Context: an optimization exercise on an open-source flow, tuned for small area, a short achievable clock period and few clock cycles per item. The choices shown serve that exercise and are no tape-out recipe.
Function was not checked in any run shown here: the RTL went through the layout flow alone.
Power and IR drop assume default switching activity.

===== design.v =====
module rectangle_grid_test_pattern (
  input  logic        clk,
  input  logic        rst,
  input  logic        push,
  output logic        full,
  input  logic        restart,
  output logic        empty,
  input  logic        pop,
  output logic [10:0] pixel_x,
  output logic [10:0] pixel_y,
  output logic [23:0] pixel_color,
  output logic        write_enable,
  output logic        frame_end,
  input  logic        cfg_write,
  input  logic [2:0]  cfg_index,
  input  logic [23:0] cfg_data
);
  function automatic logic [10:0] inc11(input logic [10:0] a, input logic ci);
    logic c;
    c = ci;
    for (int i = 0; i < 11; i++) begin
      inc11[i] = a[i] ^ c;
      c        = c & a[i];
    end
  endfunction
  function automatic logic [7:0] inc8(input logic [7:0] a, input logic ci);
    logic c;
    c = ci;
    for (int i = 0; i < 8; i++) begin
      inc8[i] = a[i] ^ c;
      c       = c & a[i];
    end
  endfunction
  function automatic logic [3:0] inc4(input logic [3:0] a);
    logic c;
    c = 1'b1;
    for (int i = 0; i < 4; i++) begin
      inc4[i] = a[i] ^ c;
      c       = c & a[i];
    end
  endfunction
  function automatic logic [10:0] dec11(input logic [10:0] a);
    logic c;
    c = 1'b1;
    for (int i = 0; i < 11; i++) begin
      dec11[i] = a[i] ^ c;
      c        = c & ~a[i];
    end
  endfunction
  function automatic logic ge11(input logic [10:0] a, input logic [10:0] b);
    logic g;
    g = 1'b1;
    for (int i = 0; i < 11; i++) g = (a[i] & ~b[i]) | (~(a[i] ^ b[i]) & g);
    ge11 = g;
  endfunction
  function automatic logic ge8(input logic [7:0] a, input logic [7:0] b);
    logic g;
    g = 1'b1;
    for (int i = 0; i < 8; i++) g = (a[i] & ~b[i]) | (~(a[i] ^ b[i]) & g);
    ge8 = g;
  endfunction
  function automatic logic [7:0] add8(input logic [7:0] a, input logic [7:0] b);
    logic c;
    c = 1'b0;
    for (int i = 0; i < 8; i++) begin
      add8[i] = a[i] ^ b[i] ^ c;
      c       = (a[i] & b[i]) | (c & (a[i] ^ b[i]));
    end
  endfunction
  logic [1:0]  mode;
  logic [7:0]  count;
  logic [10:0] rwm1, rhm1, fwm1, fhm1;
  logic        rwnz, rhnz;
  logic [23:0] first;
  logic [7:0]  step;
  wire [10:0] wd    = cfg_data[10:0];
  wire        wd_nz = |wd;
  wire [10:0] wd_m1 = wd_nz ? dec11(wd) : 11'd0;
  always_ff @(posedge clk) begin
    if (rst) begin
      mode  <= 2'd0;
      count <= 8'd1;
      rwm1  <= 11'd0;
      rwnz  <= 1'b0;
      rhm1  <= 11'd0;
      rhnz  <= 1'b0;
      first <= 24'd0;
      step  <= 8'd0;
      fwm1  <= 11'd1023;
      fhm1  <= 11'd767;
    end else if (cfg_write) begin
      case (cfg_index)
        3'd0: mode  <= cfg_data[1:0];
        3'd1: count <= cfg_data[7:0];
        3'd2: begin rwm1 <= wd_m1; rwnz <= wd_nz; end
        3'd3: begin rhm1 <= wd_m1; rhnz <= wd_nz; end
        3'd4: first <= cfg_data;
        3'd5: step  <= cfg_data[7:0];
        3'd6: fwm1  <= wd_m1;
        default: fhm1 <= wd_m1;
      endcase
    end
  end
  wire direct = mode[1] & ~mode[0];
  wire on_st  = (mode[1] ^ mode[0]) & rwnz & rhnz;
  wire [7:0] fr = first[23:16];
  wire [7:0] fg = first[15:8];
  wire [7:0] fb = first[7:0];
  logic [10:0] x, y, ox, oy;
  logic [7:0]  col, row;
  logic        lx, ly, wx, wy, we, fe;       
  logic [7:0]  R, G, B;                      
  logic [7:0]  GA;                           
  logic [7:0]  L;                            
  logic        empty_r, full_r, fresh, pend_v, pend_rs;
  localparam logic [2:0] S_IDLE = 3'd0, S_P1 = 3'd1, S_P2 = 3'd2, S_F1 = 3'd3,
                         S_F2 = 3'd4, S_FL = 3'd5;
  logic [2:0] st;
  logic [3:0] c;
  wire busy = (st != S_IDLE);
  wire nb   = ~busy;
  wire take_in  = push & ~full_r;
  wire out_free = empty_r | pop;
  wire adv      = out_free & (pend_v | take_in);
  wire rs_eff   = pend_v ? pend_rs : restart;
  wire go_org   = adv & rs_eff;
  wire go       = (~fresh & ((adv & ~rs_eff) | cfg_write)) | busy;
  wire wr_col   = cfg_write & (cfg_index[2:1] != 2'b11);    
  wire wr_flag  = cfg_write & (cfg_index[2:1] == 2'b11);    
  wire csat   = &col;
  wire rsat   = &row;
  wire nl     = nb & lx;                         
  wire nf     = nl & ly;                         
  wire colinc = nb & ~lx & wx & ~csat;
  wire rowinc = nl & ~ly & wy & ~rsat;
  wire [10:0] x_n   = nl ? 11'd0 : inc11(x, nb);
  wire [10:0] ox_n  = (nb & (lx | wx)) ? 11'd0 : inc11(ox, nb);
  wire [7:0]  col_n = nl ? 8'd0 : inc8(col, colinc);
  wire [10:0] y_n   = nf ? 11'd0 : inc11(y, nl);
  wire [10:0] oy_n  = (nl & (ly | wy)) ? 11'd0 : inc11(oy, nl);
  wire [7:0]  row_n = nf ? 8'd0 : inc8(row, rowinc);
  wire lx_n = ge11(x_n, fwm1);
  wire ly_n = ge11(y_n, fhm1);
  wire wx_n = ge11(ox_n, rwm1);
  wire wy_n = ge11(oy_n, rhm1);
  wire we_n = on_st & ~ge8(col_n, count) & ~ge8(row_n, count);
  wire cnz  = (count != 8'd0);
  wire lx_o = (fwm1 == 11'd0);
  wire ly_o = (fhm1 == 11'd0);
  wire wx_o = (rwm1 == 11'd0);
  wire wy_o = (rhm1 == 11'd0);
  wire we_o = on_st & cnz;
  wire p1   = (st == S_P1);
  wire p2   = (st == S_P2);
  wire f1   = (st == S_F1);
  wire f2   = (st == S_F2);
  wire [2:0] k = ~c[3:1];
  wire dbl  = ~c[0];
  wire ad1  = p1 & c[0];
  wire ad2  = p2 & c[0];
  wire db1  = p1 & dbl;
  wire lph  = direct ? p1 : p2;                  
  wire col_k = col[k];
  wire row_k = row[k];
  wire cnt_k = count[k];
  wire [7:0] lstep = direct ? step : GA;
  wire sR_step  = colinc | (ad1 & col_k);
  wire sGA_step = (rowinc & direct) | (ad1 & (direct ? row_k : cnt_k));
  wire sL_step  = rowinc | (lph & c[0] & row_k);
  wire nfd      = nf & direct;
  wire [7:0] aR  = nl ? 8'd0 : R;
  wire [7:0] mR  = ({8{sR_step}} & step) | ({8{db1}} & R) | ({8{nl | f1}} & fr);
  wire [7:0] aGA = nfd ? 8'd0 : GA;
  wire [7:0] mGA = ({8{sGA_step}} & step) | ({8{db1}} & GA) | ({8{nfd | (f1 & direct)}} & fg);
  wire [7:0] aL  = nf ? 8'd0 : L;
  wire [7:0] mL  = ({8{sL_step}} & lstep) | ({8{lph & dbl}} & L) | ({8{nf | f1}} & fb);
  wire [7:0] aB  = nl ? (ly ? 8'd0 : L) : B;
  wire [7:0] mB  = ({8{sR_step}} & step) | ({8{db1}} & B) | ({8{nf}} & fb)
                 | ({8{rowinc}} & lstep) | ({8{f2}} & L);
  wire [7:0] sR  = add8(aR, mR);
  wire [7:0] sGA = add8(aGA, mGA);
  wire [7:0] sL  = add8(aL, mL);
  wire [7:0] sB  = add8(aB, mB);
  wire show   = nb | f2;                         
  wire mk_rg  = ~show | (we_n & direct);
  wire mk_b   = ~show | we_n;
  wire seq_end = (f2 | (st == S_FL));
  always_ff @(posedge clk) begin
    if (rst) begin
      x <= '0; y <= '0; ox <= '0; oy <= '0; col <= '0; row <= '0;
      lx <= 1'b0; ly <= 1'b0; wx <= 1'b1; wy <= 1'b1; we <= 1'b0; fe <= 1'b0;
      R <= '0; G <= '0; B <= '0; GA <= '0; L <= '0;
    end else if (go_org) begin
      x <= '0; y <= '0; ox <= '0; oy <= '0; col <= '0; row <= '0;
      lx <= lx_o; ly <= ly_o; wx <= wx_o; wy <= wy_o; we <= we_o; fe <= lx_o & ly_o;
      R  <= (we_o & direct) ? fr : 8'd0;
      G  <= (we_o & direct) ? fg : 8'd0;
      B  <= we_o ? fb : 8'd0;
      GA <= direct ? fg : GA;
      L  <= fb;
    end else if (go) begin
      x <= x_n; y <= y_n; ox <= ox_n; oy <= oy_n; col <= col_n; row <= row_n;
      lx <= lx_n; ly <= ly_n; wx <= wx_n; wy <= wy_n; we <= we_n; fe <= lx_n & ly_n;
      R  <= mk_rg ? sR : 8'd0;
      G  <= (we_n & direct) ? sGA : 8'd0;
      B  <= mk_b ? sB : 8'd0;
      GA <= sGA;
      L  <= sL;
    end
  end
  always_ff @(posedge clk) begin
    if (rst) begin
      empty_r <= 1'b1;
      fresh   <= 1'b1;
      pend_v  <= 1'b0;
      pend_rs <= 1'b0;
      full_r  <= 1'b0;
      st      <= S_IDLE;
      c       <= 4'd0;
    end else begin
      if (adv)      empty_r <= 1'b0;
      else if (pop) empty_r <= 1'b1;
      if (cfg_write) fresh <= 1'b1;
      else if (adv)  fresh <= 1'b0;
      if (take_in & ~out_free) begin
        pend_v  <= 1'b1;
        pend_rs <= restart;
      end else if (out_free) begin
        pend_v  <= 1'b0;
      end
      if (wr_col) begin
        st <= S_P1;
        c  <= 4'd0;
      end else if (wr_flag & (~busy | seq_end)) begin
        st <= S_FL;
      end else begin
        c <= inc4(c);
        case (st)
          S_P1:    if (&c) st <= direct ? S_F1 : S_P2;
          S_P2:    if (&c) st <= S_F1;
          S_F1:    st <= S_F2;
          default: st <= S_IDLE;
        endcase
      end
      full_r <= (take_in & ~out_free) | (pend_v & ~out_free) | cfg_write
              | (busy & ~seq_end);
    end
  end
  assign full         = full_r;
  assign empty        = empty_r;
  assign pixel_x      = x;
  assign pixel_y      = y;
  assign pixel_color  = {R, G, B};
  assign write_enable = we;
  assign frame_end    = fe;
endmodule

===== run.sh =====
#!/bin/bash
# synth_recipe.tcl (not shown) runs the flow's synth.tcl, then flattens the netlist and writes it again
# the make line also repeats each setting of config.mk as NAME=value (left out here)
make -C /OpenROAD-flow-scripts/flow DESIGN_CONFIG=/design/flow/config.mk WORK_HOME=/design/flow/orfs CLKGATE_MAP_FILE= SYNTH_SCRIPT=/design/flow/synth_recipe.tcl finish

===== config.mk =====
export PLATFORM = sky130hd
export DESIGN_NAME = rectangle_grid_test_pattern
export DESIGN_NICKNAME = rectangle_grid_test_pattern
export VERILOG_FILES = /design/flow/design.v
export SDC_FILE = /design/flow/constraint.sdc
export NUM_CORES = 4
export LEC_CHECK = 0
export ABC_CLOCK_PERIOD_IN_PS = 2500
export CAP_MARGIN = 20
export CORE_MARGIN = 2
export CORE_UTILIZATION = 40
export SETUP_SLACK_MARGIN = 5
export SLEW_MARGIN = 20

===== constraint.sdc =====
create_clock -name core_clock -period 8.5 [get_ports {clk}]
set_input_delay 1.7000 -clock core_clock [delete_from_list [all_inputs] [get_ports {clk}]]
set_output_delay 1.7000 -clock core_clock [all_outputs]
set_load 0.01 [all_outputs]

==> metrics.md, run 1 <==
| Metric | Value |
|---|---|
| Nets | `1843` |
| Core area | `0.03067 sq mm` |
| Via count | `12047` |
| Sequence of cells on the critical path | `mux2i_1, a2bb2oi_2, nand4_1, nand3_4, a222oi_1, inv_1, ha_2, fa_2, fa_2, fa_2, fa_2, inv_2, fa_1, inv_1, fa_2, xor2_1, xnor2_1, o32ai_1` |
| Quantity of I/O buffers inserted on ports | `82` |
| First DRT Iteration DRCs | `1421` |
| WL final | `42810 um` |
| Overall die height | `180.6 um` |
| Clock latency at the later pin of the worst-skew pair | `0.54 ns` |
| Post-synthesis sequential element count | `206` |
| CP Max Fanout | `15` |
| Gr usage total | `0.2520` |
| Worst Skew | `0.01572 ns` |
| Mapped Area | `0.01247 sq mm` |
| Distinct cell type count after synthesis | `71` |
| Rel. slew slack | `0.3829` |
| Setup CP Type | `flop to flop` |
| Fmax | `0.2275 GHz` |
| Row count | `64` |
| Vias in the first global route | `11777` |
| Final setup fails | `0` |
| Post-synthesis compound-gate area fraction | `0.1826` |
| Hold WC Path Type | `flop to flop` |
| Antenna Nets Post-Route | `0` |
| Post-Synth XOR/XNOR Area | `0.009832` |
| Hold Fails Final Rpt | `0` |
| Final setup TNS | `0 ns` |
| Pwr per Cell Area | `159.2 mW/mm^2` |
| Final HPWL DP | `27590 um` |
| Most common cell on crit path | `fa_2` |
| Adder-cell area share of the yosys netlist | `0.1609` |
| Post-synth EDFFs | `0` |
| First-pass GRT wire length | `66360 um` |
| Die width | `180.6 um` |
| Sum of buffers and inverters on the critical path | `3` |
| Worst slew pin tran | `0.9257 ns` |
| RSZ-0062 raised after global routing | `yes` |
| Root buf cell | `clkbuf_16` |
| Post-route minimum period | `4.395 ns` |
| Boundary Pins | `83` |
| Reg clk slew, reported paths | `0.06 ns` |
| Drt pass-1 iters | `8` |
| Setup crit start kind | `flop` |
| Routed len/inst | `20.57 um` |
| Main combinational cell family by area after synthesis | `simple AND/OR/NAND/NOR gates` |
| Top_reg_cell synth | `dfxtp_1` |
| Core Util, Final | `0.5535` |
| Mapped Nets | `1727` |
| Hold-fix buffers, CTS | `0` |
| Post-route DRC | `0` |
| Area Overhead vs Synth | `36.12%` |
| Maximum clock path buffer count | `3` |
| CTS sink cnt | `206` |
| Syn. warnings | `1` |
| CP peak stage delay | `0.49 ns` |
| DIE AREA | `0.03261 sq mm` |
| Grt ovf | `0` |
| Global placement routability congestion | `0.8723` |
| Vias per cell | `5.789` |
| Fraction of synthesized area in multiplexers | `0.03221` |
| Fraction of layout instances using a drive strength above 1 | `0.2423` |
| Simple-Gate Fraction of Synth Area | `0.2244` |
| Average cell area after synthesis | `8.056 sq um` |
| Sequential share of the synthesized area | `0.3307` |
| Max Transition Viols Final | `0` |
| Maxcap violations | `0` |
| Cells after Synth | `1548` |
| Largest net degree at the start of global routing | `65` |
| Post-synth ARST share | `0` |
| Final Cycle Share | `0.5171` |
| Critical path capture point type | `flop` |
| Initial antenna violation count | `2` |
| CP arrival | `4.84 ns` |
| H-tree depth | `1` |
| Status | `no timing/DRC/antenna violations` |
| Slowest-stage cell, CP | `dfxtp_4` |
| Top cell family by delay on the critical path | `adder cells` |
| CTS tree | `built` |
| Worst VDD drop | `0.1506 mV` |
| Req. time, crit path | `8.94 ns` |
| CTS buffer count | `26` |
| Initial Utilization | `0.4066` |
| Lkg Pwr | `0.006490 uW` |
flip-flops by register name (all words and copies together) (netlist names), 2 cells and up:
register	count
rhm1	11
y	11
oy	11
count	8
R	8
ox	11
first	24
x	11
B	8
GA	8
G	8
c	4
row	8
L	8
rwm1	11
fwm1	11
step	8
fhm1	11
mode	2
col	8
st	3
cell families (layout without fill, tap and decap cells):
family,Yosys count,count (layout)
buffers and inverters,188,320
adder cells (fa/ha/maj),146,146
flip-flops,206,206
multiplexers,38,38
other,0,1
AND/OR/NAND/NOR,620,624
XOR/XNOR,14,14
AO/OA/AOI/OAI,336,336
cell usage in the layout (no fill, tap or decap), types with 16 or more instances in the layout:
cell type and n:
a21oi_1 135, a222oi_1 29, and2_1 59, buf_4 76
clkbuf_16 29, clkdlybuf4s50_1 75, dfxtp_1 180, fa_2 23
ha_1 51, ha_4 64, inv_1 80, mux2i_1 29
nand2_1 317, nand3_1 22, nor2_1 81, nor3_1 26
o21ai_0 20, o311ai_0 16
area by class of cell:
type,count,area [sq um]
sequential,206,4189
clock inverter,13,180.2
clock buffer,35,765.7
inverter,92,352.8
antenna,1,2.502
tap,396,495.5
timing repair buffer,180,1722
multi-input combinational,1158,9268
fill,2714,13690
worst register-to-register path, stage by stage, from the launching register on:
cell       delay, ns
dfxtp_4         0.49
mux2i_1         0.36
a2bb2oi_2       0.13
nand4_1         0.16
nand3_4         0.11
a222oi_1        0.22
inv_1           0.08
ha_2            0.19
fa_2            0.34
fa_2            0.34
fa_2            0.35
fa_2            0.35
inv_2           0.06
fa_1            0.16
inv_1           0.05
fa_2            0.33
xor2_1          0.16
xnor2_1         0.15
o32ai_1         0.27
cells in the mapped netlist (3+ instances only):
master | n | area (sq um)
a21oi_1 | 141 | 705.7
a221oi_1 | 9 | 78.83
mux2i_1 | 30 | 300.3
o21a_1 | 6 | 45.04
nor2_1 | 98 | 367.9
nor3_1 | 34 | 170.2
ha_1 | 122 | 1526
a222oi_1 | 29 | 290.3
nand2_1 | 323 | 1212
o21ai_0 | 25 | 125.1
buf_2 | 15 | 75.07
inv_1 | 91 | 341.6
a311oi_1 | 10 | 87.58
nand4_1 | 14 | 87.58
nor2b_1 | 12 | 75.07
dfxtp_1 | 206 | 4124
o22ai_1 | 4 | 25.02
clkbuf_1 | 76 | 285.3
xnor2_1 | 10 | 87.58
a22oi_1 | 14 | 105.1
nand2b_1 | 7 | 43.79
and3_1 | 8 | 50.05
o221ai_1 | 4 | 35.03
o311ai_0 | 19 | 166.4
a21o_1 | 10 | 75.07
xor2_1 | 4 | 35.03
o32ai_1 | 3 | 26.28
o211ai_1 | 9 | 67.56
nand3_1 | 22 | 110.1
or3_1 | 3 | 18.77
a31oi_1 | 5 | 31.28
buf_1 | 3 | 11.26
o2111ai_1 | 5 | 43.79
mux2_2 | 7 | 78.83
a211oi_1 | 14 | 105.1
fa_1 | 24 | 480.5
nor4_1 | 15 | 93.84
o2bb2ai_1 | 5 | 43.79
and2_1 | 71 | 444.2
report_power, final:
| group | switching [uW] | internal [uW] |
|---|---|---|
| Sequential | 45.1 | 996 |
| Combinational | 268 | 185 |
| Clock | 455 | 753 |
what timing repair did:
| item | CTS | global route |
|---|---|---|
| gates resized for setup | 126 | 108 |
| pin swaps | 30 | 41 |
| setup buffers | 51 | 27 |
| endpoints found under the setup margin | 121 | 150 |
| gates cloned | 4 | 2 |
final timing paths:
check / cells past startpoint / slack (ns) / to / start
worst max-delay path: 18 / 4.10 / G[7]$_SDFFE_PP0P_ / c[2]$_SDFFE_PP0N_
worst min register to register: 2 / 0.47 / oy[10]$_SDFFE_PP0P_ / oy[10]$_SDFFE_PP0P_
worst min-delay path: 2 / 0.47 / oy[10]$_SDFFE_PP0P_ / oy[10]$_SDFFE_PP0P_
worst max register to register: 18 / 4.10 / G[7]$_SDFFE_PP0P_ / c[2]$_SDFFE_PP0N_
stage by stage:
step	std cells	cell area, sq um	power (uW)	hold slack, ns	worst slack (ns)
floorplan	1548	13290	1287	0.4329	4.279
global placement	1948	14270	1417	0.4425	3.884
detailed placement	1948	14270	1421	0.4502	3.791
CTS	2051	16170	2683	0.4617	4.112
global route	2080	16970	2805	0.4998	3.889
finish	2081	16980	2703	0.4711	4.105
metal layers:
| metal | global-route usage | routed length, um | part of all wire |
|---|---|---|---|
| met1 | 0.3337 | 17920 | 0.42 |
| met4 | 0.1019 | 2045 | 0.048 |
| met5 | 0 | 0 | 0 |
| met2 | 0.4121 | 19830 | 0.46 |
| met3 | 0.03698 | 3015 | 0.070 |
==> inputs of run 2 (changes only) <==
--- a/design.v
+++ b/design.v
@@ -50,20 +50,9 @@
   function automatic logic ge11(input logic [10:0] a, input logic [10:0] b);
-    logic g;
-    g = 1'b1;
-    for (int i = 0; i < 11; i++) g = (a[i] & ~b[i]) | (~(a[i] ^ b[i]) & g);
-    ge11 = g;
+    ge11 = (a >= b);
   endfunction
   function automatic logic ge8(input logic [7:0] a, input logic [7:0] b);
-    logic g;
-    g = 1'b1;
-    for (int i = 0; i < 8; i++) g = (a[i] & ~b[i]) | (~(a[i] ^ b[i]) & g);
-    ge8 = g;
+    ge8 = (a >= b);
   endfunction
   function automatic logic [7:0] add8(input logic [7:0] a, input logic [7:0] b);
-    logic c;
-    c = 1'b0;
-    for (int i = 0; i < 8; i++) begin
-      add8[i] = a[i] ^ b[i] ^ c;
-      c       = (a[i] & b[i]) | (c & (a[i] ^ b[i]));
-    end
+    add8 = a + b;
   endfunction
==> run 2 against run 1 <==
Net effect: hold slack about the same; count of clock-buffer cells in the layout fell by 5; clock power hardly changed; critical path depth increased by 1; sequential cell count is the same; sequential share of layout area is 0.56 points lower; via count grew 3.7%; critical path type unchanged; highest routed layer unchanged.
==> metrics.md, run 2 <==
| Metric | Value |
|---|---|
| Sequence of cells on the critical path | `or4b_4, inv_8, o2111a_2, ha_4, ha_4, ha_4, ha_4, ha_4, ha_4, ha_4, xnor2_2, nor2_2, ha_2, or3_4, a221oi_4, buf_4, a41o_4, nand3_2, a21oi_2` |
| R2r setup slk | `4.47 ns (+0.36 ns)` |
| Distinct cell type count after synthesis | `78 (+9.9%)` |
| Maximum clock path buffer count | `3 (unchanged)` |
| Hold WC Path Type | `flop to flop` |
| Cells after Synth | `1647 (+6.4%)` |
| Worst r2r src | `st[2]$_SDFFE_PP0P_` |
| Worst VDD drop | `0.1207 mV (-20%)` |
| Root buf cell | `clkbuf_16` |
| Top cell family by delay on the critical path | `simple AND/OR/NAND/NOR gates` |
| ANT cells | `0 (-1)` |
| RSZ-0062 raised after global routing | `yes` |
| Reg-to-Reg End | `R[2]$_SDFFE_PP0P_` |
| Average cell area after synthesis | `7.945 sq um (-1.4%)` |
| Max Transition Viols Final | `0 (unchanged)` |
| # fillers | `3068 (+13%)` |
| Syn. warnings | `1 (unchanged)` |
| Final WS setup | `4.466 ns (+0.3611 ns)` |
| Final HPWL DP | `28700 um (+4.0%)` |
| Synth area leader | `dfxtp_1` |
| Most common cell on crit path | `ha_4` |
| Placed Cells incl. Taps | `2093 (+7.4%)` |
| Most flops, register | `first` |
| Final setup TNS | `0 ns (unchanged)` |
| Endpoint of the worst hold path | `rhm1[7]$_SDFFE_PP0P_` |
| Row count | `66 (+3.1%)` |
| First-pass GRT wire length | `67990 um (+2.4%)` |
| WL final | `43840 um (+2.4%)` |
| Ranking of synthesized cells by area | `dfxtp_1, ha_1, nand2_1, a21oi_1, and2_1` |
| CP arrival | `4.50 ns (-0.34 ns)` |
| Post-route minimum period | `4.034 ns (-0.3611 ns)` |
| Fmax | `0.2479 GHz (+8.9%)` |
| Sum of buffers and inverters on the critical path | `2 (-1)` |
| Initial antenna violation count | `0 (-2)` |
| Status | `no timing/DRC/antenna violations` |
| Gr usage total | `0.2515 (-0.0004373)` |
| Fraction of layout instances using a drive strength above 1 | `0.2035 (-0.03878)` |
| Routed len/inst | `19.83 um (-3.6%)` |
| Hold slack | `0.4707 ns (-0.0003820 ns)` |
| Most common cell in the netlist | `nand2_1` |
| Initial Utilization | `0.4042 (-0.002396)` |
| Max reg flops | `24 (unchanged)` |
| Most frequent cells in the layout | `nand2_1, dfxtp_1, a21oi_1, nor2_1, inv_1` |
| Post-synth ARST share | `0 (unchanged)` |
| Critical path capture point type | `flop` |
| Maxcap violations | `0 (unchanged)` |
| Vias in the first global route | `12071 (+2.5%)` |
| Multi-input logic area | `0.009711 sq mm (+4.8%)` |
| Fin cells | `2211 (+6.2%)` |
| Area Overhead vs Synth | `32.28%` |
| DIE AREA | `0.03418 sq mm (+4.8%)` |
| Grt ovf | `0 (unchanged)` |
| Post-route DRC | `0 (unchanged)` |
| Clock latency at the later pin of the worst-skew pair | `0.54 ns (about the same)` |
| Hold Fails Final Rpt | `0 (unchanged)` |
| CTS sink cnt | `206 (unchanged)` |
| Overall die height | `184.9 um (+2.4%)` |
| Slowest-stage cell, CP | `or4b_4` |
| Die width | `184.9 um (+2.4%)` |
| Antenna Nets Post-Route | `0 (unchanged)` |
| Worst hold start | `rhm1[7]$_SDFFE_PP0P_` |
| Synth top area share | `0.3152 (-0.01553)` |
| Rel. slew slack | `0.2632 (-0.1197)` |
| Quantity of I/O buffers inserted on ports | `82 (unchanged)` |
| CP Max Fanout | `8 (-7)` |
| CTS tree | `built` |
| Drt pass-1 iters | `6 (-2)` |
| Largest net degree at the start of global routing | `95 (+46%)` |
| H-tree depth | `1 (unchanged)` |
| Post-synth EDFFs | `0 (unchanged)` |
| Sequential share of the synthesized area | `0.3152 (-0.01553)` |
| Final Cycle Share | `0.4746 (-0.04248)` |
| First DRT Iteration DRCs | `1146 (-19%)` |
| Final setup fails | `0 (unchanged)` |
| Setup WS pre-CTS | `3.376 ns (-0.4153 ns)` |
| Setup CP Type | `flop to flop` |
| Post-synthesis sequential element count | `206 (unchanged)` |
| Mapped Area | `0.01309 sq mm (+4.9%)` |
| Mapped Nets | `1838 (+6.4%)` |
| Worst Skew | `0.02050 ns (+0.004778 ns)` |
| Worst slew pin tran | `1.105 ns (+0.1795 ns)` |
| Setup crit start kind | `flop` |
| Pwr per Cell Area | `155.4 mW/mm^2 (-2.4%)` |
| Via count | `12498 (+3.7%)` |
| Synth cell count leaders | `nand2_1, dfxtp_1, a21oi_1, ha_1, nor2_1` |
| Most common cell after layout, fill and taps aside | `nand2_1` |
| Global placement routability congestion | `0.9087 (+4.2%)` |
| CP peak stage delay | `0.61 ns (+0.12 ns)` |
| Boundary Pins | `83 (unchanged)` |
| Core area | `0.03237 sq mm (+5.5%)` |
| Req. time, crit path | `8.96 ns (+0.02 ns)` |
| Nets | `1943 (+5.4%)` |
| Top_reg_cell synth | `dfxtp_1` |
| CTS buffer count | `25 (-3.8%)` |
| Lkg Pwr | `0.006823 uW (+5.1%)` |
| Min-Delay Path Depth | `2 (unchanged)` |
| Reg clk slew, reported paths | `0.06 ns (about the same)` |
| Sequential cell area | `0.004174 sq mm (-0.36%)` |
| Vias per cell | `5.653 (-2.4%)` |
| Reg2reg path depth | `19 (+1)` |
run 2: cell count changes after synthesis, sizes merged, moves of 12 or more:
| cell | change |
|---|---|
| ha | +32 |
| fa | -20 |
| a21o | +17 |
| a21oi | +16 |
| a211oi | +12 |
run 2: worst reg2reg max path: cells and delay by family, from the launching register on:
kind                     cells  cell delay [ns]
AO/OA/AOI/OAI                4             1.00
XOR/XNOR                     1             0.11
adder cells (fa/ha/maj)      8             1.08
buffers and inverters        2             0.27
flip-flops                   1             0.36
AND/OR/NAND/NOR              4             1.17
run 2: cell type report:
type / instances / share of cell area
clock buffer: 30 / 0.03954
clock inverter: 14 / 0.01214
inverter: 95 / 0.02248
multi-input combinational: 1257 / 0.5610
sequential: 206 / 0.2411
tap: 442 / 0.03195
timing repair buffer: 167 / 0.09173
run 2: cell families after synthesis:
logic type,count (synthesis),share of synthesized area
DFF,206,0.3152
and+or+nand+nor,635,0.2212
buffers and inverters,187,0.05546
xor gates and xnor gates,26,0.01740
AOI/OAI and AO/OA,393,0.2033
adders and majority gates,158,0.1534
muxes,42,0.03414
run 2: worst max path at each step:
| stage | from | slack, ns | to | cells past startpoint |
|---|---|---|---|---|
| final | st[2]$_SDFFE_PP0P_ | 4.47 | R[2]$_SDFFE_PP0P_ | 19 |
| after floorplan | st[1]$_SDFFE_PP0P_ | 4.63 | G[5]$_SDFFE_PP0P_ | 21 |
| after CTS | st[2]$_SDFFE_PP0P_ | 4.53 | G[5]$_SDFFE_PP0P_ | 17 |
| after global placement | st[0]$_SDFFE_PP0P_ | 3.46 | G[5]$_SDFFE_PP0P_ | 18 |
| after global routing | col[6]$_SDFFE_PP0P_ | 4.34 | R[4]$_SDFFE_PP0P_ | 19 |
| after detailed placement | st[0]$_SDFFE_PP0P_ | 3.38 | G[6]$_SDFFE_PP0P_ | 18 |
run 2: layer usage:
metal,global-route usage,vias to the layer above,part of all wire
met5,0,-,0
met4,0.07397,0,0.026
met3,0.03834,67,0.069
met2,0.3909,377,0.45
met1,0.3588,6008,0.46
li1,-,6046,-
run 2: stage by stage:
stage | instance area, sq um | utilization | power [uW]
5_1_grt | 17310 | 0.5347 | 2787
4_1_cts | 16910 | 0.5222 | 2671
2_1_floorplan | 13400 | - | 1300
3_3_place_gp | 14510 | 0.4482 | 1436
6_report | 17310 | 0.5347 | 2689
3_5_place_dp | 14510 | 0.4482 | 1441
run 2: power by group:
group	internal, uW	switching (uW)
clock	725	451
sequential	996	40.2
combinational	199	278
total	1920	770
run 2: repair_timing:
item	4_1_cts	5_1_grt
buffers inserted	57	13
gates resized for setup	234	59
pin swaps	67	43
cloned	3	1
hold buffers	0	0
setup endpoints to repair	129	85
==> inputs of run 3 (changes only) <==
--- a/design.v
+++ b/design.v
@@ -18,16 +18,6 @@
   function automatic logic [10:0] inc11(input logic [10:0] a, input logic ci);
-    logic c;
-    c = ci;
-    for (int i = 0; i < 11; i++) begin
-      inc11[i] = a[i] ^ c;
-      c        = c & a[i];
-    end
+    inc11 = a + {10'd0, ci};
   endfunction
   function automatic logic [7:0] inc8(input logic [7:0] a, input logic ci);
-    logic c;
-    c = ci;
-    for (int i = 0; i < 8; i++) begin
-      inc8[i] = a[i] ^ c;
-      c       = c & a[i];
-    end
+    inc8 = a + {7'd0, ci};
   endfunction
@@ -108,3 +98,3 @@
   logic [3:0] c;
-  wire busy = (st != S_IDLE);
+  logic       busy;                              
   wire nb   = ~busy;
@@ -207,2 +197,3 @@
       st      <= S_IDLE;
+      busy    <= 1'b0;
       c       <= 4'd0;
@@ -220,7 +211,10 @@
       if (wr_col) begin
-        st <= S_P1;
-        c  <= 4'd0;
+        st   <= S_P1;
+        busy <= 1'b1;
+        c    <= 4'd0;
       end else if (wr_flag & (~busy | seq_end)) begin
-        st <= S_FL;
+        st   <= S_FL;
+        busy <= 1'b1;
       end else begin
+        if (seq_end) busy <= 1'b0;
         c <= inc4(c);
==> run 3 against run 2 <==
Net effect: cell area shrank 4.3%; via count increased by 3.4%; clock power is 8% lower; utilization down 2.4 points; clock skew is 0.0050 ns lower; hold slack got worse by 0.013 ns; fmax up 9.1%; first-iteration DRC count rose by 22%; register-to-register slack gained 0.34 ns; synthesized cell count grew 5.3%; die area grew 0.64%; count of clock-buffer cells in the layout grew 5; critical path type unchanged; critical endpoint is now B[7]$_SDFFE_PP0P_; largest cell class unchanged.
==> metrics.md, run 3 <==
| Metric | Value |
|---|---|
| Status | `no timing/DRC/antenna violations` |
| Final setup TNS | `0 ns (unchanged)` |
| H-tree depth | `1 (unchanged)` |
| Post-synth ARST share | `0 (unchanged)` |
| Most common cell in the netlist | `nand2_1` |
| Die width | `185.5 um (+0.32%)` |
| Post-synthesis sequential element count | `207 (+0.49%)` |
| Lkg Pwr | `0.006551 uW (-4.0%)` |
| Endpoint of the worst hold path | `ox[0]$_SDFFE_PP0P_` |
| CP peak stage delay | `0.44 ns (-0.17 ns)` |
| Vias per cell | `5.626 (-0.48%)` |
| WL final | `43570 um (-0.62%)` |
| Cells after Synth | `1734 (+5.3%)` |
| Area Overhead vs Synth | `25.80%` |
| Min-Delay Path Depth | `2 (unchanged)` |
| Maxcap violations | `0 (unchanged)` |
| CTS buffer count | `26 (+4.0%)` |
| Mapped Nets | `1883 (+2.4%)` |
| Sum of buffers and inverters on the critical path | `1 (-1)` |
| DIE AREA | `0.03440 sq mm (+0.64%)` |
| Initial Utilization | `0.4059 (+0.001632)` |
| Gr usage total | `0.2476 (-0.003898)` |
| Root buf cell | `clkbuf_16` |
| Synth top area share | `0.3146 (-0.0005459)` |
| Power Total | `2528 uW (-6.0%)` |
| CP arrival | `4.13 ns (-0.37 ns)` |
| Post-place instance area | `0.01447 sq mm (-0.28%)` |
| Placed Cells incl. Taps | `2173 (+3.8%)` |
| Boundary Pins | `83 (unchanged)` |
| Fraction of layout instances using a drive strength above 1 | `0.1520 (-0.05148)` |
| Pwr per Cell Area | `152.5 mW/mm^2 (-1.8%)` |
| Vias in the first global route | `12169 (+0.81%)` |
| First-pass GRT wire length | `67390 um (-0.88%)` |
| Hold Fails Final Rpt | `0 (unchanged)` |
| Fmax | `0.2703 GHz (+9.1%)` |
| # fillers | `3117 (+1.6%)` |
| Reg-to-Reg End | `B[7]$_SDFFE_PP0P_` |
| Largest net degree at the start of global routing | `82 (-14%)` |
| RSZ-0062 raised after global routing | `yes` |
| Via count | `12928 (+3.4%)` |
| Post-synth EDFFs | `0 (unchanged)` |
| Most flops, register | `first` |
| Sequential share of the synthesized area | `0.3146 (-0.0005459)` |
| Setup crit start kind | `flop` |
| Ranking of synthesized cells by area | `dfxtp_1, ha_1, nand2_1, a21oi_1, nor2_1` |
| Top_reg_cell synth | `dfxtp_1` |
| Final HPWL DP | `29240 um (+1.9%)` |
| Max Transition Viols Final | `0 (unchanged)` |
| Slowest-stage cell, CP | `or3_4` |
| Grt ovf | `0 (unchanged)` |
| Worst r2r src | `lx$_SDFFE_PP0P_` |
| First DRT Iteration DRCs | `1393 (+22%)` |
| Overall die height | `185.5 um (+0.32%)` |
| Post-route cell area | `0.01657 sq mm (-4.3%)` |
| Drt pass-1 iters | `7 (+1)` |
| Antenna Nets Post-Route | `0 (unchanged)` |
| Post-route DRC | `0 (unchanged)` |
| Hold WC Path Type | `flop to flop` |
| Average cell area after synthesis | `7.596 sq um (-4.4%)` |
| R2r setup slk | `4.80 ns (+0.34 ns)` |
| Routed len/inst | `18.96 um (-4.4%)` |
| Max reg flops | `24 (unchanged)` |
| Hold-fix buffers, CTS | `0 (unchanged)` |
| Worst VDD drop | `0.1599 mV (+32%)` |
| WP depth | `15 (-4)` |
| CTS tree | `built` |
| Worst Skew | `0.01549 ns (-0.005012 ns)` |
| Maximum clock path buffer count | `3 (unchanged)` |
| Fin cells | `2298 (+3.9%)` |
| Row count | `66 (unchanged)` |
| Distinct cell type count after synthesis | `82 (+5.1%)` |
| Reg clk slew, reported paths | `0.06 ns (about the same)` |
| CP Max Fanout | `4 (-4)` |
| Setup CP Type | `flop to flop` |
| Worst slew pin tran | `1.106 ns (+0.0007956 ns)` |
| Synth cell count leaders | `nand2_1, dfxtp_1, a21oi_1, nor2_1, ha_1` |
| Critical path capture point type | `flop` |
| Worst hold start | `ox[0]$_SDFFE_PP0P_` |
| Final setup fails | `0 (unchanged)` |
| Sequence of cells on the critical path | `nor2_4, nand2_4, nor2_4, ha_4, nand4_1, or3_4, a21oi_4, ha_4, a21o_1, a2111o_1, a211oi_4, buf_4, o221ai_4, a211o_1, a311oi_1` |
| Quantity of I/O buffers inserted on ports | `82 (unchanged)` |
| CTS sink cnt | `207 (+0.49%)` |
| Reg2reg path depth | `15 (-4)` |
| Core area | `0.03245 sq mm (+0.26%)` |
| Nets | `1986 (+2.2%)` |
| Mapped Area | `0.01317 sq mm (+0.66%)` |
| Rel. slew slack | `0.2619 (-0.001342)` |
| Synth area leader | `dfxtp_1` |
| Most frequent cells in the layout | `nand2_1, dfxtp_1, a21oi_1, nor2_1, inv_1` |
| Syn. warnings | `1 (unchanged)` |
| Initial antenna violation count | `0 (unchanged)` |
| Final Cycle Share | `0.4352 (-0.03946)` |
| Global placement routability congestion | `0.9199 (+1.2%)` |
| Top cell family by delay on the critical path | `compound AO/OA/AOI/OAI gates` |
| Req. time, crit path | `8.93 ns (-0.03 ns)` |
| Post-route minimum period | `3.699 ns (-0.3354 ns)` |
| Clock latency at the later pin of the worst-skew pair | `0.55 ns (about the same)` |
| Most common cell after layout, fill and taps aside | `nand2_1` |
==> run 3: timing repair <==
item	CTS	global route
endpoints found under the setup margin	126	76
cloned	3	1
resized for setup	101	89
buffers inserted	50	24
pin swaps	42	51
==> run 3: worst max-delay path by stage <==
stage	start	endpoint	slack (ns)
after global placement	push	wy$_SDFFE_PP1P_	3.69
after floorplan	cfg_data[0]	rwm1[10]$_SDFFE_PP0P_	4.72
after CTS	lx$_SDFFE_PP0P_	R[3]$_SDFFE_PP0P_	4.85
after global routing	c[1]$_SDFFE_PP0N_	G[7]$_SDFFE_PP0P_	4.65
after detailed placement	push	wy$_SDFFE_PP1P_	3.68
final	lx$_SDFFE_PP0P_	B[7]$_SDFFE_PP0P_	4.80
==> run 3: cells by family after synthesis <==
kind of cell / synth area share
simple gates: 0.2437
mux: 0.02413
buf+inv: 0.05937
compound gates: 0.2025
xor+xnor: 0.04322
fa+ha+maj: 0.1125
flops: 0.3146
==> run 3: routing by layer <==
| layer | up-vias | GRT usage | part of all wire |
|---|---|---|---|
| met2 | 405 | 0.4088 | 0.47 |
| met4 | 0 | 0.07048 | 0.027 |
| met1 | 6136 | 0.3345 | 0.44 |
| met3 | 85 | 0.03815 | 0.067 |
| li1 | 6302 | - | - |
| met5 | - | 0 | 0 |
==> run 3: layout make-up <==
| cell class | instances | area, sq um | area share |
|---|---|---|---|
| multi-input combinational | 1331 | 9062 | 0.5469 |
| sequential | 207 | 4185 | 0.2526 |
| timing repair buffer | 169 | 1534 | 0.09258 |
| clock buffer | 35 | 734.5 | 0.04433 |
| tap | 442 | 553.0 | 0.03338 |
| inverter | 102 | 401.6 | 0.02424 |
| clock inverter | 11 | 96.34 | 0.005814 |
| antenna | 1 | 2.502 | 0.0001510 |
==> run 3: power by group <==
part | internal (uW) | total [uW] | switching [uW]
Combinational | 162 | 408 | 246
Sequential | 1000 | 1040 | 39.1
Clock | 634 | 1080 | 446
==> run 3: per-stage QoR <==
stage               hold WS [ns]  utilization  setup WS (ns)
global route              0.4752       0.5105          4.649
floorplan                 0.4362            -          4.724
CTS                       0.4596       0.4926          4.855
detailed placement        0.4519       0.4458          3.676
finish                    0.4576       0.5106          4.801
global placement          0.4429       0.4458          3.691
==> run 3: tightest hold or removal path: stages (launching register included) <==
cell and delay (ns):
dfxtp_1 0.31, nand2_1 0.05, a21oi_1 0.05
==> inputs of run 4 (changes only) <==
==> flow/run.sh (new file) <==
#!/bin/bash
# the standard layout, with timing repair aiming further below the clock period
bash standard.sh SETUP_SLACK_MARGIN=6.5 finish > standard.log 2>&1
==> standard.sh (new file) <==
#!/bin/bash
# synth_recipe.tcl (not shown) runs the flow's synth.tcl, then flattens the netlist and writes it again
# the make line also repeats each setting of config.mk as NAME=value (left out here)
make -C /OpenROAD-flow-scripts/flow DESIGN_CONFIG=/design/flow/config.mk WORK_HOME=/design/flow/orfs CLKGATE_MAP_FILE= SYNTH_SCRIPT=/design/flow/synth_recipe.tcl "${@:-finish}"
removed: run.sh
==> run 4 against run 3 <==
Net effect: sequential power about the same; register-to-register slack about the same; worst setup slack worse by 0.0015 ns; total power grew 17%; via count up 19%; largest cell class unchanged; die area unchanged; hold slack better by 0.025 ns; final cell count grew 8.4%; utilization is 16 points higher; count of clock-buffer cells in the layout is 5 higher; routed wire length is 37% higher.
==> metrics.md, run 4 <==
| Metric | Value |
|---|---|
| Status | `no timing/DRC/antenna violations` |
| R2r setup slk | `4.80 ns (about the same)` |
| Mapped Nets | `1883 (unchanged)` |
| Pwr per Cell Area | `135.3 mW/mm^2 (-11%)` |
| Reg clk slew, reported paths | `0.06 ns (about the same)` |
| Hold WC Path Type | `flop to flop` |
| Root buf cell | `clkbuf_16` |
| Antenna Nets Post-Route | `0 (unchanged)` |
| Setup crit start kind | `flop` |
| Via count | `15368 (+19%)` |
| Lkg Pwr | `0.008851 uW (+35%)` |
| ANT cells | `0 (-1)` |
| Grt ovf | `0 (unchanged)` |
| Rel. slew slack | `0.4905 (+0.2286)` |
| Post-synth ARST share | `0 (unchanged)` |
| Final setup fails | `0 (unchanged)` |
| CTS sink cnt | `207 (unchanged)` |
| Ranking of synthesized cells by area | `dfxtp_1, ha_1, nand2_1, a21oi_1, nor2_1` |
| Setup CP Type | `flop to flop` |
| Critical path capture point type | `flop` |
| Boundary Pins | `83 (unchanged)` |
| RSZ-0062 raised after global routing | `yes` |
| Hold Fails Final Rpt | `0 (unchanged)` |
| Quantity of I/O buffers inserted on ports | `82 (unchanged)` |
| CP Max Fanout | `8 (+4)` |
| Reg-to-Reg End | `G[0]$_SDFFE_PP0P_` |
| Sequential share of the synthesized area | `0.3146 (unchanged)` |
| Worst r2r src | `lx$_SDFFE_PP0P_` |
| Setup WS pre-CTS | `3.907 ns (+0.2312 ns)` |
| Mapped Area | `0.01317 sq mm (unchanged)` |
| Worst hold start | `first[16]$_SDFFE_PP0P_` |
| Placed Cells incl. Taps | `2169 (-0.18%)` |
| Gr usage total | `0.3071 (+0.05944)` |
| Cells after Synth | `1734 (unchanged)` |
| Post-synthesis sequential element count | `207 (unchanged)` |
| Distinct cell type count after synthesis | `82 (unchanged)` |
| Vias per cell | `6.169 (+9.7%)` |
| Worst Skew | `0.02649 ns (+0.01100 ns)` |
| Syn. warnings | `1 (unchanged)` |
| Most common cell after layout, fill and taps aside | `nand2_1` |
| Synth area leader | `dfxtp_1` |
| Post-synth EDFFs | `0 (unchanged)` |
| Final HPWL DP | `28610 um (-2.1%)` |
| Endpoint of the worst hold path | `first[16]$_SDFFE_PP0P_` |
| DIE AREA | `0.03440 sq mm (unchanged)` |
| Final Cycle Share | `0.4354 (about the same)` |
| Core area | `0.03245 sq mm (unchanged)` |
| Synth cell count leaders | `nand2_1, dfxtp_1, a21oi_1, nor2_1, ha_1` |
| Most flops, register | `first` |
| Final WS setup | `4.799 ns (-0.001490 ns)` |
| Vias in the first global route | `13866 (+14%)` |
| Maxcap violations | `0 (unchanged)` |
| Max reg flops | `24 (unchanged)` |
| CTS buffer count | `27 (+3.8%)` |
| Die width | `185.5 um (unchanged)` |
| Min-Delay Path Depth | `2 (unchanged)` |
| Fmax | `0.2702 GHz (about the same)` |
| Largest net degree at the start of global routing | `72 (-12%)` |
| Drt pass-1 iters | `8 (+1)` |
| Row count | `66 (unchanged)` |
| Area Overhead vs Synth | `65.25%` |
| Routed len/inst | `23.96 um (+26%)` |
| Nets | `2177 (+9.6%)` |
| CTS tree | `built` |
| Post-route minimum period | `3.701 ns (+0.001490 ns)` |
| Initial Utilization | `0.4059 (unchanged)` |
| Req. time, crit path | `8.95 ns (+0.02 ns)` |
| Reg2reg path depth | `16 (+1)` |
| Post-route DRC | `0 (unchanged)` |
| Overall die height | `185.5 um (unchanged)` |
| Hold-fix buffers, CTS | `0 (unchanged)` |
| Average cell area after synthesis | `7.596 sq um (unchanged)` |
| Top_reg_cell synth | `dfxtp_1` |
| Max Transition Viols Final | `0 (unchanged)` |
| Clock latency at the later pin of the worst-skew pair | `0.57 ns (+0.02 ns)` |
| WL final | `59680 um (+37%)` |
| CP arrival | `4.15 ns (+0.02 ns)` |
| Global placement routability congestion | `0.8724 (-5.2%)` |
| Initial antenna violation count | `0 (unchanged)` |
| First-pass GRT wire length | `81430 um (+21%)` |
| Most frequent cells in the layout | `nand2_1, buf_4, dfxtp_1, nor2_1, a21oi_2` |
| H-tree depth | `1 (unchanged)` |
| Worst VDD drop | `0.1692 mV (+5.8%)` |
| Fraction of layout instances using a drive strength above 1 | `0.4602 (+0.3082)` |
| Maximum clock path buffer count | `3 (unchanged)` |
| Hold slack | `0.4826 ns (+0.02495 ns)` |
| Final setup TNS | `0 ns (unchanged)` |
| Most common cell in the netlist | `nand2_1` |
| Fin cells | `2491 (+8.4%)` |
| First DRT Iteration DRCs | `1881 (+35%)` |
| Synth top area share | `0.3146 (unchanged)` |
| Worst slew pin tran | `0.7563 ns (-0.3497 ns)` |
==> run 4: per-stage QoR <==
step,utilization,total power [uW],cell area (sq um)
2_1_floorplan,-,1314,14410
3_3_place_gp,0.4605,1408,14950
3_5_place_dp,0.4605,1413,14950
4_1_cts,0.5891,2780,19120
5_1_grt,0.6707,3015,21770
6_report,0.6707,2945,21770
==> run 4: worst max-delay path, stage by stage (launching register included) <==
cell	delay, ns
dfxtp_4	0.39
nor2_4	0.16
nand2_4	0.10
nor2_4	0.13
ha_4	0.14
nand4_1	0.12
or3_1	0.36
a21oi_2	0.20
ha_1	0.27
a21o_1	0.16
a2111o_1	0.40
a211oi_4	0.23
buf_6	0.16
o211a_4	0.22
buf_12	0.14
a32oi_1	0.09
a211oi_1	0.29
==> run 4: final cells by class <==
type,instances,area [sq um]
Clock buffer,40,785.8
Sequential cell,207,4305
Tap cell,442,553.0
Inverter,102,442.9
Timing Repair inverter,1,8.758
Timing Repair Buffer,344,4150
Multi-Input combinational cell,1345,11420
Clock inverter,10,101.3
Fill cell,2293,10690
==> run 4: logic make-up (layout without fill, tap and decap cells) <==
| logic type | Yosys count | after routing | synth area share |
|---|---|---|---|
| buffers and inverters | 200 | 497 | 0.05937 |
| AOI/OAI and AO/OA | 405 | 408 | 0.2025 |
| xor gates and xnor gates | 65 | 65 | 0.04322 |
| DFF | 207 | 207 | 0.3146 |
| adders and majority gates | 116 | 116 | 0.1125 |
| muxes | 30 | 30 | 0.02413 |
| and+or+nand+nor | 711 | 726 | 0.2437 |
==> run 4: timing repair <==
| item | CTS | global route |
|---|---|---|
| gates cloned | 38 | 6 |
| endpoints found under the setup margin | 257 | 253 |
| setup buffers | 151 | 77 |
| gates resized for setup | 652 | 451 |
| pin swaps | 131 | 225 |
| hold endpoints to repair | 0 | 0 |
==> run 4: worst max path at each step <==
stage                                  to               from  slack (ns)
global placement    fhm1[10]$_SDFFE_PP0P_        cfg_data[1]        3.91
floorplan           rwm1[10]$_SDFFE_PP0P_        cfg_data[0]        4.72
global route           GA[6]$_SDFFE_PP0P_  c[1]$_SDFFE_PP0N_        4.66
finish                  G[0]$_SDFFE_PP0P_    lx$_SDFFE_PP0P_        4.80
detailed placement  fhm1[10]$_SDFFE_PP0P_        cfg_data[0]        3.91
CTS                     B[2]$_SDFFE_PP0P_  busy$_SDFFE_PP0P_        4.91
==> run 4: power by group <==
group / total [uW] / switching, uW / internal [uW]
logic: 738 / 396 / 342
clock network: 1170 / 495 / 675
registers: 1040 / 42.8 / 995
total: 2940 / 933 / 2010
==> run 4: layer usage <==
metal / wire length, um / vias up / global-route usage
met5: 0 / - / 0
met3: 6554 / 310 / 0.06515
met4: 3878 / 0 / 0.1187
li1: - / 6748 / -
met2: 26200 / 941 / 0.4678
met1: 23040 / 7369 / 0.4235
==> inputs of run 5 (changes only) <==
--- a/design.v
+++ b/design.v
@@ -50,3 +50,4 @@
   logic [7:0]  count;
-  logic [10:0] rwm1, rhm1, fwm1, fhm1;
+  logic [10:0] rw2, rh2, fw2, fh2;
+  logic        rw1, rh1, fw1, fh1;
   logic        rwnz, rhnz;
@@ -56,3 +57,4 @@
   wire        wd_nz = |wd;
-  wire [10:0] wd_m1 = wd_nz ? dec11(wd) : 11'd0;
+  wire        wd_1  = ~|wd[10:1];
+  wire [10:0] wd_2  = wd - 11'd2;
   always_ff @(posedge clk) begin
@@ -61,5 +63,7 @@
       count <= 8'd1;
-      rwm1  <= 11'd0;
+      rw2   <= 11'd0;
+      rw1   <= 1'b1;
       rwnz  <= 1'b0;
-      rhm1  <= 11'd0;
+      rh2   <= 11'd0;
+      rh1   <= 1'b1;
       rhnz  <= 1'b0;
@@ -67,4 +71,6 @@
       step  <= 8'd0;
-      fwm1  <= 11'd1023;
-      fhm1  <= 11'd767;
+      fw2   <= 11'd1022;
+      fw1   <= 1'b0;
+      fh2   <= 11'd766;
+      fh1   <= 1'b0;
     end else if (cfg_write) begin
@@ -73,8 +79,8 @@
         3'd1: count <= cfg_data[7:0];
-        3'd2: begin rwm1 <= wd_m1; rwnz <= wd_nz; end
-        3'd3: begin rhm1 <= wd_m1; rhnz <= wd_nz; end
+        3'd2: begin rw2 <= wd_2; rw1 <= wd_1; rwnz <= wd_nz; end
+        3'd3: begin rh2 <= wd_2; rh1 <= wd_1; rhnz <= wd_nz; end
         3'd4: first <= cfg_data;
         3'd5: step  <= cfg_data[7:0];
-        3'd6: fwm1  <= wd_m1;
-        default: fhm1 <= wd_m1;
+        3'd6: begin fw2 <= wd_2; fw1 <= wd_1; end
+        default: begin fh2 <= wd_2; fh1 <= wd_1; end
       endcase
@@ -120,12 +126,17 @@
   wire [7:0]  row_n = nf ? 8'd0 : inc8(row, rowinc);
-  wire lx_n = ge11(x_n, fwm1);
-  wire ly_n = ge11(y_n, fhm1);
-  wire wx_n = ge11(ox_n, rwm1);
-  wire wy_n = ge11(oy_n, rhm1);
-  wire we_n = on_st & ~ge8(col_n, count) & ~ge8(row_n, count);
-  wire cnz  = (count != 8'd0);
-  wire lx_o = (fwm1 == 11'd0);
-  wire ly_o = (fhm1 == 11'd0);
-  wire wx_o = (rwm1 == 11'd0);
-  wire wy_o = (rhm1 == 11'd0);
+  wire [7:0] cm1    = count - 8'd1;
+  wire       cnz    = (count != 8'd0);
+  wire       col_lt = ~ge8(col, count);
+  wire       row_lt = ~ge8(row, count);
+  wire       row_lt_n = ly | (rowinc ? (row_lt & (row != cm1)) : row_lt);
+  wire lx_n = busy ? (fw1 | ~ge11(fw2, x))  : (lx ? fw1 : (x == fw2));
+  wire wx_n = busy ? (rw1 | ~ge11(rw2, ox)) : ((lx | wx) ? rw1 : (ox == rw2));
+  wire ly_n = busy ? (fh1 | ~ge11(fh2, y))  : (lx ? (ly ? fh1 : (y == fh2)) : ly);
+  wire wy_n = busy ? (rh1 | ~ge11(rh2, oy)) : (lx ? ((ly | wy) ? rh1 : (oy == rh2)) : wy);
+  wire we_n = busy ? (on_st & col_lt & row_lt)
+                   : (lx ? (on_st & cnz & row_lt_n) : (we & ~(colinc & (col == cm1))));
+  wire lx_o = fw1;
+  wire ly_o = fh1;
+  wire wx_o = rw1;
+  wire wy_o = rh1;
   wire we_o = on_st & cnz;
==> run.sh (new file) <==
#!/bin/bash
# synth_recipe.tcl (not shown) runs the flow's synth.tcl, then flattens the netlist and writes it again
# the make line also repeats each setting of config.mk as NAME=value (left out here)
make -C /OpenROAD-flow-scripts/flow DESIGN_CONFIG=/design/flow/config.mk WORK_HOME=/design/flow/orfs CLKGATE_MAP_FILE= SYNTH_SCRIPT=/design/flow/synth_recipe.tcl finish
removed: flow/run.sh
removed: standard.sh
==> run 5 against run 4 <==
Net effect: still clean on timing, DRC and antenna; combinational power decreased by 41%; global-route usage decreased by 5.1 points; fmax decreased by 1.4%; sequential cell count increased by 4; via count decreased by 18%; utilization decreased by 17 points; routed wire length decreased by 26%; critical path type unchanged; highest routed layer unchanged.
==> metrics.md, run 5 <==
| Metric | Value |
|---|---|
| Status | `no timing/DRC/antenna violations` |
| Overall die height | `184.4 um (-0.58%)` |
| Sequential share of the synthesized area | `0.3246 (+0.009933)` |
| Mapped Nets | `1791 (-4.9%)` |
| CTS buffer count | `25 (-7.4%)` |
| Vias in the first global route | `12025 (-13%)` |
| Post-route DRC | `0 (unchanged)` |
| Initial Utilization | `0.4031 (-0.002768)` |
| Maxcap violations | `0 (unchanged)` |
| CTS tree | `built` |
| Critical path capture point type | `flop` |
| First DRT Iteration DRCs | `1207 (-36%)` |
| Most flops, register | `first` |
| Fmax | `0.2664 GHz (-1.4%)` |
| Via count | `12655 (-18%)` |
| Cells after Synth | `1648 (-5.0%)` |
| DIE AREA | `0.03400 sq mm (-1.2%)` |
| Die width | `184.4 um (-0.58%)` |
| Reg clk slew, reported paths | `0.06 ns (about the same)` |
| Setup CP Type | `flop to flop` |
| Final setup fails | `0 (unchanged)` |
| Most common cell in the netlist | `nand2_1` |
| Top_reg_cell synth | `dfxtp_1` |
| Worst Skew | `0.01230 ns (-0.01418 ns)` |
| Boundary Pins | `83 (unchanged)` |
| Hold WC Path Type | `flop to flop` |
| Final Cycle Share | `0.4416 (+0.006255)` |
| Post-synth EDFFs | `0 (unchanged)` |
| Max Transition Viols Final | `0 (unchanged)` |
| CP Max Fanout | `4 (-4)` |
| Worst slew pin tran | `1.018 ns (+0.2614 ns)` |
| Syn. warnings | `1 (unchanged)` |
| Synth cell count leaders | `nand2_1, dfxtp_1, nor2_1, a21oi_1, ha_1` |
| Gr usage total | `0.2565 (-0.05061)` |
| Lkg Pwr | `0.006062 uW (-32%)` |
| Vias per cell | `5.784 (-6.3%)` |
| Pwr per Cell Area | `164.0 mW/mm^2 (+21%)` |
| Hold slack | `0.4572 ns (-0.02537 ns)` |
| Drt pass-1 iters | `7 (-1)` |
| Grt ovf | `0 (unchanged)` |
| Post-synthesis sequential element count | `211 (+1.9%)` |
| Hold-fix buffers, CTS | `0 (unchanged)` |
| Routed len/inst | `20.19 um (-16%)` |
| First-pass GRT wire length | `68230 um (-16%)` |
| Fraction of layout instances using a drive strength above 1 | `0.1215 (-0.3387)` |
| Final setup TNS | `0 ns (unchanged)` |
| Power Total | `2625 uW (-11%)` |
| Synth area leader | `dfxtp_1` |
| H-tree depth | `1 (unchanged)` |
| Initial antenna violation count | `1 (+1)` |
| Hold Fails Final Rpt | `0 (unchanged)` |
| Setup crit start kind | `flop` |
| Core area | `0.03229 sq mm (-0.51%)` |
| Nets | `1872 (-14%)` |
| Sequence of cells on the critical path | `mux4_2, mux2i_4, o21ai_1, nand2_1, o21ai_4, a222oi_1, inv_1, ha_1, a21o_1, a21oi_2, o21bai_1, a2111oi_1, nor3_1, xnor2_1, a32oi_1, a211oi_1` |
| Slowest-stage cell, CP | `mux4_2` |
| CP peak stage delay | `0.52 ns (+0.12 ns)` |
| CTS sink cnt | `211 (+1.9%)` |
| Most frequent cells in the layout | `nand2_1, dfxtp_1, nor2_1, a21oi_1, ha_1` |
| Clock latency at the later pin of the worst-skew pair | `0.53 ns (-0.04 ns)` |
| Antenna Nets Post-Route | `0 (unchanged)` |
| Global placement routability congestion | `0.9237 (+5.9%)` |
| Post-synth ARST share | `0 (unchanged)` |
| Rel. slew slack | `0.3190 (-0.1715)` |
| Req. time, crit path | `8.94 ns (about the same)` |
| Worst VDD drop | `0.1362 mV (-20%)` |
| Quantity of I/O buffers inserted on ports | `82 (unchanged)` |
| Average cell area after synthesis | `7.897 sq um (+4.0%)` |
| CP arrival | `4.19 ns (+0.04 ns)` |
| Maximum clock path buffer count | `3 (unchanged)` |
| RSZ-0062 raised after global routing | `yes` |
| Ranking of synthesized cells by area | `dfxtp_1, ha_1, nand2_1, a21oi_1, nor2_1` |
| Max reg flops | `24 (unchanged)` |
| Distinct cell type count after synthesis | `79 (-3.7%)` |
| Post-route minimum period | `3.754 ns (+0.05317 ns)` |
| Largest net degree at the start of global routing | `74 (+2.8%)` |
| Most common cell after layout, fill and taps aside | `nand2_1` |
| Mapped Area | `0.01301 sq mm (-1.2%)` |
| Root buf cell | `clkbuf_16` |
| WL final | `44190 um (-26%)` |
| Area Overhead vs Synth | `23.00%` |
| Row count | `66 (unchanged)` |
| Synth top area share | `0.3246 (+0.009933)` |
| Final HPWL DP | `29930 um (+4.6%)` |
run 5: where the power goes:
| group | internal (uW) | total, uW | switching (uW) | leakage (uW) |
|---|---|---|---|---|
| Sequential | 1020 | 1070 | 48.1 | 0.00172 |
| Clock | 680 | 1120 | 435 | 0.000421 |
| Combinational | 184 | 439 | 255 | 0.00392 |
| Total | 1890 | 2620 | 738 | 0.00606 |
run 5: critical path: cells and delay by family (launching register included):
| kind | cells | cell delay (ns) |
|---|---|---|
| AO/OA/AOI/OAI | 9 | 1.72 |
| XOR/XNOR | 1 | 0.23 |
| adder cells (fa/ha/maj) | 1 | 0.28 |
| buffers and inverters | 1 | 0.08 |
| flip-flops | 1 | 0.37 |
| multiplexers | 2 | 0.76 |
| AND/OR/NAND/NOR | 2 | 0.22 |
run 5: layout make-up:
class / count / area, sq um
Multi-Input combinational cell: 1259 / 8491
Sequential cell: 211 / 4267
Clock buffer: 34 / 719.4
Fill cell: 3139 / 16280
Tap cell: 442 / 553.0
Antenna cell: 1 / 2.502
Clock inverter: 9 / 127.6
Timing Repair Buffer: 143 / 1494
Inverter: 89 / 354.1
run 5: path summary, 6_finish.rpt:
path / from / end / slack, ns / cells after the start
worst min register to register: fh2[0]$_SDFFE_PP0P_ / fh2[0]$_SDFFE_PP0P_ / 0.46 / 2
worst max-delay path: c[1]$_SDFFE_PP0N_ / G[7]$_SDFFE_PP0P_ / 4.75 / 16
worst max register to register: c[1]$_SDFFE_PP0N_ / G[7]$_SDFFE_PP0P_ / 4.75 / 16
worst min-delay path: fh2[0]$_SDFFE_PP0P_ / fh2[0]$_SDFFE_PP0P_ / 0.46 / 2
run 5: repair_timing:
action | in CTS | in global routing
gates resized for setup | 82 | 54
endpoints found under the setup margin | 89 | 46
gates cloned | 5 | 1
pin swaps | 22 | 30
buffers inserted | 22 | 19
run 5: routing by layer:
metal,vias up,track usage,part of all wire
met5,-,0,0
met4,0,0.07616,0.028
met3,86,0.05137,0.073
met2,477,0.4192,0.45
met1,6058,0.3411,0.45
li1,6034,-,-
run 5: metrics by stage:
stage | setup slack (ns) | area (sq um) | utilization | std cells
3_3_place_gp | 3.541 | 14160 | 0.4386 | 2097
4_1_cts | 4.822 | 15620 | 0.4836 | 2167
5_1_grt | 4.591 | 16010 | 0.4957 | 2187
6_report | 4.746 | 16010 | 0.4958 | 2188
2_1_floorplan | 4.885 | 13050 | - | 1648
3_5_place_dp | 3.417 | 14160 | 0.4386 | 2097
run 5: cell families after synthesis:
family	Yosys count	synth area share
AO/OA/AOI/OAI	416	0.2101
AND/OR/NAND/NOR	622	0.2227
adder cells (fa/ha/maj)	110	0.1081
XOR/XNOR	86	0.05787
buffers and inverters	179	0.05432
multiplexers	24	0.02250
flip-flops	211	0.3246
==> inputs of run 6 (changes only) <==
==> flow/run.sh (new file) <==
#!/bin/bash
# the standard layout, with timing repair aiming further below the clock period
bash standard.sh SETUP_SLACK_MARGIN=6 finish > standard.log 2>&1
==> standard.sh (new file) <==
#!/bin/bash
# synth_recipe.tcl (not shown) runs the flow's synth.tcl, then flattens the netlist and writes it again
# the make line also repeats each setting of config.mk as NAME=value (left out here)
make -C /OpenROAD-flow-scripts/flow DESIGN_CONFIG=/design/flow/config.mk WORK_HOME=/design/flow/orfs CLKGATE_MAP_FILE= SYNTH_SCRIPT=/design/flow/synth_recipe.tcl "${@:-finish}"
removed: run.sh
==> run 6 against run 5 <==
Net effect: largest cell class unchanged; sequential power about the same; critical endpoint unchanged; total power up 12%; combinational power up 37%; critical path depth unchanged; first-iteration DRC count up 11%; synthesized cell count unchanged.
==> metrics.md, run 6 <==
| Metric | Value |
|---|---|
| Status | `no timing/DRC/antenna violations` |
| Max reg flops | `24 (unchanged)` |
| Hold-fix buffers, CTS | `0 (unchanged)` |
| CTS tree | `built` |
| Ranking of synthesized cells by area | `dfxtp_1, ha_1, nand2_1, a21oi_1, nor2_1` |
| Post-synth EDFFs | `0 (unchanged)` |
| Synth top area share | `0.3246 (unchanged)` |
| Quantity of I/O buffers inserted on ports | `82 (unchanged)` |
| CTS sink cnt | `211 (unchanged)` |
| RSZ-0062 raised after global routing | `yes` |
| Post-route DRC | `0 (unchanged)` |
| Rel. slew slack | `0.2354 (-0.08367)` |
| Post-synth ARST share | `0 (unchanged)` |
| Routed len/inst | `21.63 um (+7.1%)` |
| Fmax | `0.2531 GHz (-5.0%)` |
| DIE AREA | `0.03400 sq mm (unchanged)` |
| Clock power share | `0.435 (+0.010)` |
| Maxcap violations | `0 (unchanged)` |
| Lkg Pwr | `0.007563 uW (+25%)` |
| Maximum clock path buffer count | `3 (unchanged)` |
| First-pass GRT wire length | `76180 um (+12%)` |
| Fraction of layout instances using a drive strength above 1 | `0.3471 (+0.2256)` |
| Final setup fails | `0 (unchanged)` |
| Mapped Area | `0.01301 sq mm (unchanged)` |
| Setup CP Type | `flop to flop` |
| Post-synthesis sequential element count | `211 (unchanged)` |
| Most flops, register | `first` |
| Global placement routability congestion | `0.9049 (-2.0%)` |
| Overall die height | `184.4 um (unchanged)` |
| Area Overhead vs Synth | `46.67%` |
| Reg clk slew, reported paths | `0.07 ns (about the same)` |
| Worst Skew | `0.01705 ns (+0.004743 ns)` |
| Core area | `0.03229 sq mm (unchanged)` |
| Final Cycle Share | `0.4649 (+0.02324)` |
| Fin cells | `2334 (+6.7%)` |
| Worst slew pin tran | `1.143 ns (+0.1250 ns)` |
| Req. time, crit path | `8.96 ns (+0.02 ns)` |
| Switching Fraction | `0.2893 (+0.008219)` |
| Top_reg_cell synth | `dfxtp_1` |
| Setup crit start kind | `flop` |
| Antenna Nets Post-Route | `0 (unchanged)` |
| Row count | `66 (unchanged)` |
| Vias per cell | `5.889 (+1.8%)` |
| Worst VDD drop | `0.1824 mV (+34%)` |
| CTS buffer count | `26 (+4.0%)` |
| Post-route minimum period | `3.951 ns (+0.1975 ns)` |
| Most common cell in the netlist | `nand2_1` |
| Initial Utilization | `0.4031 (unchanged)` |
| Max Transition Viols Final | `0 (unchanged)` |
| Most frequent cells in the layout | `nand2_1, dfxtp_1, nor2_1, buf_4, a21oi_1` |
| Root buf cell | `clkbuf_16` |
| Setup WS pre-CTS | `3.203 ns (-0.2139 ns)` |
| Hold WC Path Type | `flop to flop` |
| Vias in the first global route | `13200 (+9.8%)` |
| Grt ovf | `0 (unchanged)` |
| Largest net degree at the start of global routing | `77 (+4.1%)` |
| Slowest-stage cell, CP | `mux4_2` |
| Switching power | `854.1 uW (+16%)` |
| Syn. warnings | `1 (unchanged)` |
| Gr usage total | `0.2910 (+0.03452)` |
| Critical path capture point type | `flop` |
| Mapped Nets | `1791 (unchanged)` |
| Average cell area after synthesis | `7.897 sq um (unchanged)` |
| Most common cell after layout, fill and taps aside | `nand2_1` |
| Internal Power | `2098 uW (+11%)` |
| Sequential share of the synthesized area | `0.3246 (unchanged)` |
| Drt pass-1 iters | `10 (+3)` |
| CP peak stage delay | `0.55 ns (+0.03 ns)` |
| Placed Cells incl. Taps | `2091 (-0.29%)` |
| Distinct cell type count after synthesis | `79 (unchanged)` |
| Cells after Synth | `1648 (unchanged)` |
run 6: repair_timing:
item / in CTS / in global routing
gates cloned: 17 / 1
endpoints found under the setup margin: 256 / 226
setup buffers: 141 / 34
pin swaps: 122 / 139
resized for setup: 641 / 148
run 6: area by class of cell:
cell class                      count  area, sq um
Antenna cell                        2        5.005
Timing Repair Buffer              272         2868
Clock inverter                     17        276.5
Tap cell                          442        553.0
Clock buffer                       31        709.4
Inverter                           89        369.1
Multi-Input combinational cell   1270         9943
Sequential cell                   211         4365
Fill cell                        2772        13200
run 6: final timing paths:
check | startpoint | to | slack, ns | depth (start not counted)
worst min-delay path | rh2[0]$_SDFFE_PP0P_ | rh2[0]$_SDFFE_PP0P_ | 0.46 | 2
worst max register to register | c[1]$_SDFFE_PP0N_ | G[7]$_SDFFE_PP0P_ | 4.55 | 16
worst min register to register | rh2[0]$_SDFFE_PP0P_ | rh2[0]$_SDFFE_PP0P_ | 0.46 | 2
worst max-delay path | c[1]$_SDFFE_PP0N_ | G[7]$_SDFFE_PP0P_ | 4.55 | 16
run 6: logic make-up after synthesis:
group / synth area share
xor+xnor: 0.05787
buf+inv: 0.05432
mux: 0.02250
fa+ha+maj: 0.1081
flops: 0.3246
simple gates: 0.2227
compound gates: 0.2101
run 6: power by group through the flow:
stage	logic (uW)	clock network [uW]	registers, uW
2_1_floorplan	278	0	1070
3_3_place_gp	375	0	1090
3_5_place_dp	380	0	1090
4_1_cts	540	1290	1060
5_1_grt	636	1340	1070
6_report	600	1280	1070
run 6: routing by layer:
layer / track usage / wire length [um] / share of wire
met5: 0 / 0 / 0
met4: 0.1306 / 2195 / 0.043
met3: 0.07271 / 4848 / 0.096
met2: 0.4592 / 22770 / 0.45
met1: 0.3747 / 20670 / 0.41
run 6: per-stage QoR:
stage | utilization | total power (uW) | hold WS (ns) | cell area [sq um]
after floorplan | - | 1353 | 0.4363 | 13930
after global placement | 0.4513 | 1463 | 0.4459 | 14570
after detailed placement | 0.4513 | 1468 | 0.4507 | 14570
after CTS | 0.5623 | 2898 | 0.4593 | 18150
after global routing | 0.5911 | 3042 | 0.4892 | 19090
final | 0.5912 | 2952 | 0.4606 | 19090
run 6: worst max-delay path: cells and delay by family (launching register included):
family          cells  cell delay (ns)
buf+inv             1             0.13
fa+ha+maj           1             0.23
simple gates        2             0.25
xor+xnor            1             0.23
flops               1             0.37
compound gates      9             1.83
mux                 2             0.80

Check on run 6: ideal ports give 4.549 ns setup slack; a clkbuf_16 on the clock port and buf_2 on the inputs give 4.549 ns; moving port delays by the midpoint clock arrival (0.595 ns) as well gives 4.549 ns.
